Source: an optimization exercise on an open RTL-to-GDS flow (aim: small area, a short achievable clock period and few clock cycles). Production flows keep margins and buffers that such runs may drop. The RTL was checked by simulation tests, not by an equivalence proof against the original design.

==> design/flow/run.sh <==
#!/bin/bash
# synth_recipe.tcl (not shown) runs the flow's synth.tcl, then flattens the netlist and writes it again
# the make line also repeats each setting of config.mk as NAME=value (left out here)
make -C /OpenROAD-flow-scripts/flow DESIGN_CONFIG=/design/flow/config.mk WORK_HOME=/design/flow/orfs CLKGATE_MAP_FILE= SYNTH_SCRIPT=/design/flow/synth_recipe.tcl finish
==> design/flow/config.mk <==
export PLATFORM = sky130hd
export DESIGN_NAME = exec_core
export DESIGN_NICKNAME = exec_core
export VERILOG_FILES = /design/flow/design.v
export SDC_FILE = /design/flow/constraint.sdc
export NUM_CORES = 4
export LEC_CHECK = 0
export CAP_MARGIN = 20
export CORE_MARGIN = 2
export CORE_UTILIZATION = 40
export SLEW_MARGIN = 20
==> design/flow/constraint.sdc <==
create_clock -name core_clock -period 90.0 [get_ports {clk}]
set_input_delay 18.0000 -clock core_clock [delete_from_list [all_inputs] [get_ports {clk}]]
set_output_delay 18.0000 -clock core_clock [all_outputs]
set_load 0.01 [all_outputs]
==> design/flow/design.v <==
`timescale 1ns/1ps
`default_nettype none
module register_file (
    input  wire        clk,
    input  wire        rst,
    input  wire [4:0]  ra1,
    input  wire [4:0]  ra2,
    output wire [31:0] rd1,
    output wire [31:0] rd2,
    input  wire        we,       
    input  wire [4:0]  wa,
    input  wire [31:0] wd
);
    logic [31:1][31:0] regs;
    logic [31:1]       vld;
    logic [31:0]       v;
    always_ff @(posedge clk) begin
        if (rst) begin
            vld <= '0;
        end else if (we) begin
            vld[wa] <= 1'b1;
        end
    end
    for (genvar i = 1; i < 32; i++) begin : g_reg
        always_ff @(posedge clk) begin
            if (we && wa == 5'(i)) begin
                regs[i] <= wd;
            end
        end
    end
    assign v   = {vld, 1'b0};
    assign rd1 = v[ra1] ? regs[ra1] : '0;
    assign rd2 = v[ra2] ? regs[ra2] : '0;
endmodule
`default_nettype wire
`timescale 1ns/1ps
`default_nettype none
module mul_div_unit #(
    parameter int DK = 4               
) (
    input  wire        clk,
    input  wire        rst,
    input  wire        run,           
    input  wire [2:0]  op,            
    input  wire [31:0] a,
    input  wire [31:0] b,
    output logic       last,          
    output logic [31:0] result
);
    localparam int DW = 32 + DK - 1;   
    logic        busy;      
    logic [5:0]  cnt;
    logic [63:0] st;
    logic        a_sg, b_sg, swap;
    logic [32:0] a33, b33, mx, my;
    logic [1:0]  na, nb, nc, mc;
    logic [42:0] yext;
    logic [14:0] w;
    logic signed [14:0] cv;
    logic signed [47:0] prod;
    logic [63:0] acc, pm;
    logic [31:0] mul_res;
    logic        mul_last;
    function automatic logic [1:0] nchunks(input logic [32:0] v);
        if (&v[32:13] || !(|v[32:13]))      nchunks = 2'd1;
        else if (&v[32:27] || !(|v[32:27])) nchunks = 2'd2;
        else                                nchunks = 2'd3;
    endfunction
    assign a_sg = (op[1:0] != 2'b11);        
    assign b_sg = !op[1];                    
    assign a33  = {a_sg & a[31], a};
    assign b33  = {b_sg & b[31], b};
    assign na   = nchunks(a33);
    assign nb   = nchunks(b33);
    assign swap = (na < nb);
    assign mx   = swap ? b33 : a33;
    assign my   = swap ? a33 : b33;
    assign nc   = swap ? na : nb;
    assign mc   = busy ? cnt[1:0] : (nc - 2'd1);    
    assign yext = {{9{my[32]}}, my, 1'b0};
    always_comb begin
        case (mc)
            2'd0:    w = yext[14:0];
            2'd1:    w = yext[28:14];
            default: w = yext[42:28];
        endcase
    end
    assign cv   = $signed({w[14], w[14:1]}) + $signed({14'd0, w[0]});
    assign prod = $signed(mx) * cv;
    assign acc  = busy ? {st[49:0], 14'd0} : 64'd0;
    assign pm   = acc + {{16{prod[47]}}, prod};
    assign mul_res  = (op[1:0] == 2'b00) ? pm[31:0] : pm[63:32];
    assign mul_last = (mc == 2'd0);
    logic        d_sg, an, bn, bz;
    logic [31:0] ua, ub;
    logic [5:0]  la, lb, diff, p, t;
    logic [DW-1:0] dsh;
    logic [31:0] r [DK+1];
    logic [DK-1:0] qb;
    logic [31:0] qn, rq, dv;
    logic        d_last, d_quo, d_neg;
    logic [31:0] div_res;
    function automatic logic [5:0] bitlen(input logic [31:0] v);
        bitlen = 6'd0;
        for (int i = 0; i < 32; i++) begin
            if (v[i]) bitlen = 6'(i + 1);
        end
    endfunction
    assign d_sg = !op[0];                    
    assign an   = d_sg & a[31];
    assign bn   = d_sg & b[31];
    assign ua   = (a ^ {32{an}}) + 32'(an);
    assign ub   = (b ^ {32{bn}}) + 32'(bn);
    assign bz   = (b == 32'd0);
    assign la   = bitlen(ua);
    assign lb   = bitlen(ub);
    assign diff = (bz || la < lb) ? 6'd0 : (la - lb);
    assign p    = diff | 6'(DK - 1);
    assign t    = busy ? cnt : p;            
    assign dsh  = DW'(ub) << t;
    assign r[0] = busy ? st[31:0] : ua;
    for (genvar j = 0; j < DK; j++) begin : g_row
        logic [DW-1:0] dj;
        logic [32:0]   df;
        assign dj    = dsh >> j;
        assign df    = {1'b0, r[j]} - {1'b0, dj[31:0]};
        assign qb[DK-1-j] = !(|dj[DW-1:32]) && !df[32];
        assign r[j+1] = qb[DK-1-j] ? df[31:0] : r[j];
    end
    assign qn     = {(busy ? st[63-DK:32] : {(32-DK){1'b0}}), qb};
    assign d_last = (t < 6'(DK));
    assign d_quo  = !op[1];                  
    assign d_neg  = d_quo ? (d_sg & (a[31] ^ b[31])) : an;
    assign rq     = d_quo ? qn : r[DK];
    assign dv     = (rq ^ {32{d_neg}}) + 32'(d_neg);
    assign div_res = (d_quo && bz) ? 32'hffff_ffff : dv;
    assign last   = op[2] ? d_last : mul_last;
    assign result = op[2] ? div_res : mul_res;
    always_ff @(posedge clk) begin
        if (rst) begin
            busy <= 1'b0;
        end else begin
            busy <= run && !last;
        end
    end
    always_ff @(posedge clk) begin
        if (run) begin
            if (op[2]) begin
                cnt <= t - 6'(DK);
                st  <= {qn, r[DK]};
            end else begin
                cnt <= {4'd0, mc - 2'd1};
                st  <= {14'd0, pm[49:0]};
            end
        end
    end
endmodule
`default_nettype wire
`timescale 1ns/1ps
`default_nettype none
module exec_core (
    input  wire         clk,
    input  wire         rst,
    input  wire         issue_valid,
    input  wire  [32:0] issue,         
    output logic        issue_credit,
    output logic [38:0] commit         
);
    logic [31:0] e_q, b_q;
    logic        e_v, b_v;
    logic        skip;       
    logic        xc;         
    logic [3:0]  op;
    logic [4:0]  rs1, rs2, rd;
    logic        we;
    logic [11:0] imm;
    assign op  = e_q[31:28];
    assign rs1 = e_q[27:23];
    assign rs2 = e_q[22:18];
    assign rd  = e_q[17:13];
    assign we  = e_q[12];
    assign imm = e_q[11:0];
    logic [31:0] a, b, res;
    logic        wr_en;
    register_file rf_i (
        .clk(clk), .rst(rst), .ra1(rs1), .ra2(rs2), .rd1(a), .rd2(b),
        .we(wr_en), .wa(rd), .wd(res)
    );
    logic        is_md, is_beq, inv, eq, lt;
    logic [31:0] y, sum, alu_res;
    assign is_md  = op[3];
    assign is_beq = (op == 4'd7);
    assign inv    = (op == 4'd1) || (op == 4'd5) || (op == 4'd7);   
    assign y      = (op == 4'd6) ? {{20{imm[11]}}, imm} : b;
    assign sum    = a + (y ^ {32{inv}}) + 32'(inv);
    assign eq     = (sum == 32'd0);
    assign lt     = (a[31] != b[31]) ? a[31] : sum[31];
    always_comb begin
        case (op[2:0])
            3'd2:    alu_res = a & b;
            3'd3:    alu_res = a | b;
            3'd4:    alu_res = a ^ b;
            3'd5:    alu_res = {31'd0, lt};
            3'd7:    alu_res = 32'd0;
            default: alu_res = sum;           
        endcase
    end
    logic        md_run, md_last;
    logic [31:0] md_res;
    assign md_run = e_v && is_md && !skip;
    mul_div_unit md_i (
        .clk(clk), .rst(rst), .run(md_run), .op(op[2:0]), .a(a), .b(b),
        .last(md_last), .result(md_res)
    );
    logic e_done, e_exec, e_free;
    assign e_done = e_v && (skip || !is_md || md_last);
    assign e_exec = e_done && !skip;
    assign e_free = !e_v || e_done;
    assign res    = is_md ? md_res : alu_res;
    assign wr_en  = e_exec && we && !is_beq && (rd != 5'd0);
    always_ff @(posedge clk) begin
        if (rst) begin
            commit[38] <= 1'b0;
        end else begin
            commit[38] <= e_exec;
        end
    end
    always_ff @(posedge clk) begin
        if (e_exec) begin
            commit[37:33] <= rd;
            commit[32]    <= we && !is_beq;
            commit[31:0]  <= (rd == 5'd0) ? 32'd0 : res;
        end
    end
    always_ff @(posedge clk) begin
        if (rst) begin
            skip <= 1'b0;
        end else if (e_done) begin
            skip <= !skip && is_beq && eq;
        end
    end
    always_ff @(posedge clk) begin
        if (rst) begin
            e_v <= 1'b0;
            b_v <= 1'b0;
        end else if (e_free) begin
            e_v <= b_v || issue_valid;
            b_v <= b_v && issue_valid;
        end else if (issue_valid) begin
            b_v <= 1'b1;
        end
    end
    always_ff @(posedge clk) begin
        if (e_free) begin
            e_q <= b_v ? b_q : issue[31:0];
        end
        if (issue_valid) begin
            b_q <= issue[31:0];
        end
    end
    always_ff @(posedge clk) begin
        xc           <= rst;
        issue_credit <= !rst && (e_done || xc);
    end
endmodule
`default_nettype wire
==> impl_metrics.prom <==
# TYPE chip_impl_metric gauge
chip_impl_metric{name="pre_cts_ws",unit="ns"} 52.01
chip_impl_metric{name="period_minus_slack",unit="ns"} 38.82
chip_impl_info{name="timing.critical_path.from",value="e_q[18]"} 1
chip_impl_metric{name="detail_route.iter0.violations",unit=""} 11230
chip_impl_info{name="min-delay-start",value="xc"} 1
chip_impl_metric{name="grt_max_degree",unit=""} 122
chip_impl_metric{name="seq_area_frac_synth",unit=""} 0.3621
chip_impl_metric{name="finClkSkew",unit="ns"} 0.09565
chip_impl_metric{name="dieArea",unit="µm²"} 249700
chip_impl_metric{name="detailedPlacementHpwl",unit="µm"} 281500
chip_impl_info{name="crit-reg2reg-launch",value="e_q[18]"} 1
chip_impl_metric{name="synthesis.area_per_instance",unit="µm²"} 9.965
chip_impl_metric{name="numCtsBuffers",unit=""} 133
chip_impl_info{name="grt_setup_unrepaired",value="no"} 1
chip_impl_metric{name="area_growth",unit="%"} 9.705
chip_impl_metric{name="placeableCoreArea",unit="µm²"} 243700
chip_impl_metric{name="synth_warnings",unit=""} 4
chip_impl_metric{name="num_vias",unit=""} 83260
chip_impl_metric{name="worst-endpoint-required",unit="ns"} 90.33
chip_impl_metric{name="clock.fmax",unit="GHz"} 0.02576
chip_impl_metric{name="worst_skew_pair.late_latency",unit="ns"} 0.87
chip_impl_metric{name="final-instance-count-excl-fill",unit=""} 13090
chip_impl_metric{name="num_rows",unit=""} 181
chip_impl_metric{name="cts.hold.buffers_added",unit=""} 0
chip_impl_info{name="critPathMostFrequentCell",value="a21oi_1"} 1
chip_impl_metric{name="utilization",unit=""} 0.4425
chip_impl_metric{name="r2r_slack",unit="ns"} 51.18
chip_impl_metric{name="start_util",unit=""} 0.4034
chip_impl_metric{name="route.detailed.vias_per_inst",unit=""} 6.359
chip_impl_metric{name="io-pin-count",unit=""} 76
chip_impl_metric{name="cts.clk_slew.worst_paths",unit="ns"} 0.06
chip_impl_metric{name="finalSetupTns",unit="ns"} 0
chip_impl_metric{name="numPlacedInstances",unit=""} 12840
chip_impl_metric{name="routed_wl",unit="µm"} 402700
chip_impl_metric{name="via_count_of_the_first_global_routing_pass",unit=""} 80230
chip_impl_info{name="timing.critical_path.slowest_stage_cell",value="nor3_2"} 1
chip_impl_metric{name="post_synth_instance_area",unit="µm²"} 98290
chip_impl_metric{name="clock-sinks",unit=""} 1198
chip_impl_metric{name="post-synth-top-area-fraction",unit=""} 0.3544
chip_impl_metric{name="timing.hold.worst_path_depth",unit=""} 2
chip_impl_metric{name="post_drt_wl_per_cell",unit="µm"} 30.75
chip_impl_metric{name="fin_crit_sh",unit=""} 0.4313
chip_impl_info{name="cts_root_buffer_type",value="clkbuf_16"} 1
chip_impl_metric{name="globalRouteTotalUtil",unit=""} 0.3144
chip_impl_metric{name="finalWeightedCongestion",unit=""} 1.004
chip_impl_metric{name="synthCells",unit=""} 9863
chip_impl_metric{name="cts-root-to-sink-buffers",unit=""} 3
chip_impl_metric{name="worstRegToRegCells",unit=""} 139
chip_impl_metric{name="synth_async_sr_flop_share",unit=""} 0
chip_impl_info{name="hold_path_class",value="reg2reg"} 1
chip_impl_metric{name="finish.net_count",unit=""} 10700
chip_impl_info{name="path_class",value="reg2reg"} 1
chip_impl_info{name="critical_path.endpoint_type",value="register"} 1
chip_impl_metric{name="path_max_fanout",unit=""} 59
chip_impl_metric{name="mappedNetlistNets",unit=""} 10780
chip_impl_metric{name="cts-htree-levels",unit=""} 4
chip_impl_metric{name="postPlaceCellArea",unit="µm²"} 103300
chip_impl_metric{name="transition_at_the_pin_with_the_smallest_max_transition_slack",unit="ns"} 1.363
chip_impl_metric{name="crit_arrival",unit="ns"} 39.15
chip_impl_metric{name="synth_enable_flop_cells",unit=""} 1160
chip_impl_metric{name="drc_errors",unit=""} 0
chip_impl_metric{name="gr-total-overflow",unit=""} 0
chip_impl_info{name="outcome",value="timing/DRC/antenna clean"} 1
chip_impl_metric{name="final_max_slew_viol_count",unit=""} 0
chip_impl_metric{name="port_buffers",unit=""} 74
chip_impl_info{name="clock_tree_from_tritoncts",value="built"} 1
chip_impl_info{name="synth_ff_type",value="edfxtp_1"} 1
chip_impl_metric{name="first_pass_grt_wire_length",unit="µm"} 571500
chip_impl_metric{name="worst_slew_margin_relative_to_its_limit",unit=""} 0.08943
chip_impl_metric{name="synth.distinct_cells",unit=""} 132
chip_impl_metric{name="setup-violations-final",unit=""} 0
chip_impl_metric{name="timing.final.ws_setup",unit="ns"} 51.18
chip_impl_metric{name="drt_first_pass_iters",unit=""} 7
chip_impl_metric{name="post-route-cell-area",unit="µm²"} 107800
chip_impl_metric{name="worst_path_max_stage_delay",unit="ns"} 0.86
chip_impl_info{name="critPathLaunchType",value="register"} 1
chip_impl_metric{name="grt_antenna_before_repair",unit=""} 23
chip_impl_metric{name="drv.max_cap_violation_count",unit=""} 0
chip_impl_metric{name="report.final.hold_viol_count",unit=""} 0
chip_impl_info{name="synth_area_leaders",value="edfxtp_1 35%, fa_1 9.4%, mux4_2 5.6%"} 1
chip_impl_metric{name="route.antenna.remaining_nets",unit=""} 0
chip_impl_metric{name="die_x",unit="µm"} 499.7
chip_impl_metric{name="cts_resized",unit=""} 0
chip_impl_metric{name="share_of_layout_cells_above_drive_strength_1",unit=""} 0.1119
chip_impl_metric{name="post_cts.repair.setup_buffers",unit=""} 0
chip_impl_metric{name="floorplan.die.height",unit="µm"} 499.7
chip_impl_metric{name="synth_seq_cells",unit=""} 1198
chip_impl_info{name="worst_r2r_endpoint",value="rf_i.regs[404]"} 1
chip_impl_info{name="hold-path-endpoint",value="issue_credit"} 1
chip_impl_info{name="post-synth-top-area-cell",value="edfxtp_1"} 1
-- kinds of logic (layout without fill, tap and decap cells) --
group	after synthesis	in the layout	synth area share
and+or+nand+nor	3442	3442	0.1636
xor gates and xnor gates	408	408	0.03701
DFF	1198	1198	0.3621
adders and majority gates	882	882	0.1476
buffers and inverters	1337	1356	0.05694
muxes	710	710	0.1053
other	0	10	0
AOI/OAI and AO/OA	1886	1886	0.1274
-- worst max-delay path: cells and delay by family (launching register included) --
kind,cells,cell delay [ns]
flops,1,0.34
fa+ha+maj,11,3.77
xor+xnor,4,1.81
simple gates,25,8.92
compound gates,79,17.70
mux,3,0.97
buf+inv,17,4.61
-- metal layers --
| metal | global-route usage | wire (µm) | vias up |
|---|---|---|---|
| li1 | - | - | 35460 |
| met1 | 0.3981 | 150100 | 41600 |
| met2 | 0.4942 | 181700 | 5018 |
| met3 | 0.06939 | 43340 | 1175 |
| met4 | 0.1845 | 27470 | 18 |
| met5 | 0 | 125 | - |
-- state kept, by name (all words and copies together) (netlist names), 6 cells and up --
name and cells:
md_i.cnt 6, b_q 32, rf_i.regs 992, commit 39
e_q 32, md_i.st 60, rf_i.vld 31
-- stage by stage --
stage / hold WS [ns]
detailed placement: 0.4371
global route: 0.4859
CTS: 0.4507
finish: 0.4453
floorplan: 0.4130
global placement: 0.4323
-- cell usage in the layout (no fill, tap or decap), types with 55 or more instances in the layout --
master and n:
nand2_1 1356, edfxtp_1 1160, inv_1 712, nor2_1 700
a21oi_1 515, fa_1 463, ha_1 417, o21ai_0 365
nand3_1 340, mux2i_1 329, buf_4 305, xnor2_1 300
mux4_2 246, nor3_1 180, clkbuf_16 134, mux2_2 125
and2_1 123, nand4_1 111, xor2_1 88, nand2b_1 83
a31oi_1 82, and3_1 82, nor3b_1 75, clkdlybuf4s50_1 74
a211oi_1 71, a22oi_1 68, o21bai_1 65, a21o_1 56
or3_1 55
-- area by class of cell --
type / instances / area, µm²
Clock inverter: 75 / 899.6
Tap cell: 3202 / 4006
Antenna cell: 10 / 25.02
Inverter: 731 / 2751
Fill cell: 23050 / 135900
Clock buffer: 165 / 3470
Multi-Input combinational cell: 7328 / 57920
Sequential cell: 1198 / 35600
Timing Repair Buffer: 385 / 3161
-- Yosys cell counts, types with 128 or more instances --
cell,count
buf_2,128
xnor2_1,308
nand3_1,341
mux2i_1,332
o21ai_0,391
inv_1,712
ha_1,419
clkbuf_1,333
nand2_1,1365
edfxtp_1,1160
nor2_1,742
a21oi_1,519
nor3_1,185
mux4_2,246
fa_1,463
-- worst max-delay path by stage --
stage                      to  slack (ns)  cells past startpoint
2_1_floorplan  rf_i.regs[122]       59.29                    150
3_3_place_gp   rf_i.regs[148]       52.08                    139
3_5_place_dp   rf_i.regs[148]       52.01                    139
4_1_cts        rf_i.regs[308]       51.71                    139
5_1_grt        rf_i.regs[500]       48.69                    139
6_report       rf_i.regs[404]       51.18                    139
Testbench counts, summed over its fixed seeds: cycles 14,770.

==> static timing again, ports no longer ideal <==
Ports are ideal in the flow. The routed layout listed here was re-timed in OpenROAD.
Step 1 (the two cells are an assumption about what drives the block):
set clk [get_ports {clk}]
set_driving_cell -lib_cell sky130_fd_sc_hd__clkbuf_16 $clk
set_driving_cell -lib_cell sky130_fd_sc_hd__buf_2 [delete_from_list [all_inputs] $clk]
Step 2 moves the port delays by t, midway between the first and last clock arrival at a register: inputs arrive t later, outputs are due t later. That takes back most of the time a late clock gives input paths.
Three values: ideal, step 1, step 2; two values: the first two.
t (ns): 0.909
setup slack, ns: 51.185 / 51.185 / 51.185
clock arrival spread, ns: 0.096 / 0.095
slew at the worst register clock pin (ns): 0.07 / 0.07
After both steps setup and hold are still met in this run. For this run, drivers alone change the setup slack by 0.000 ns; drivers and shift together by 0.000 ns.
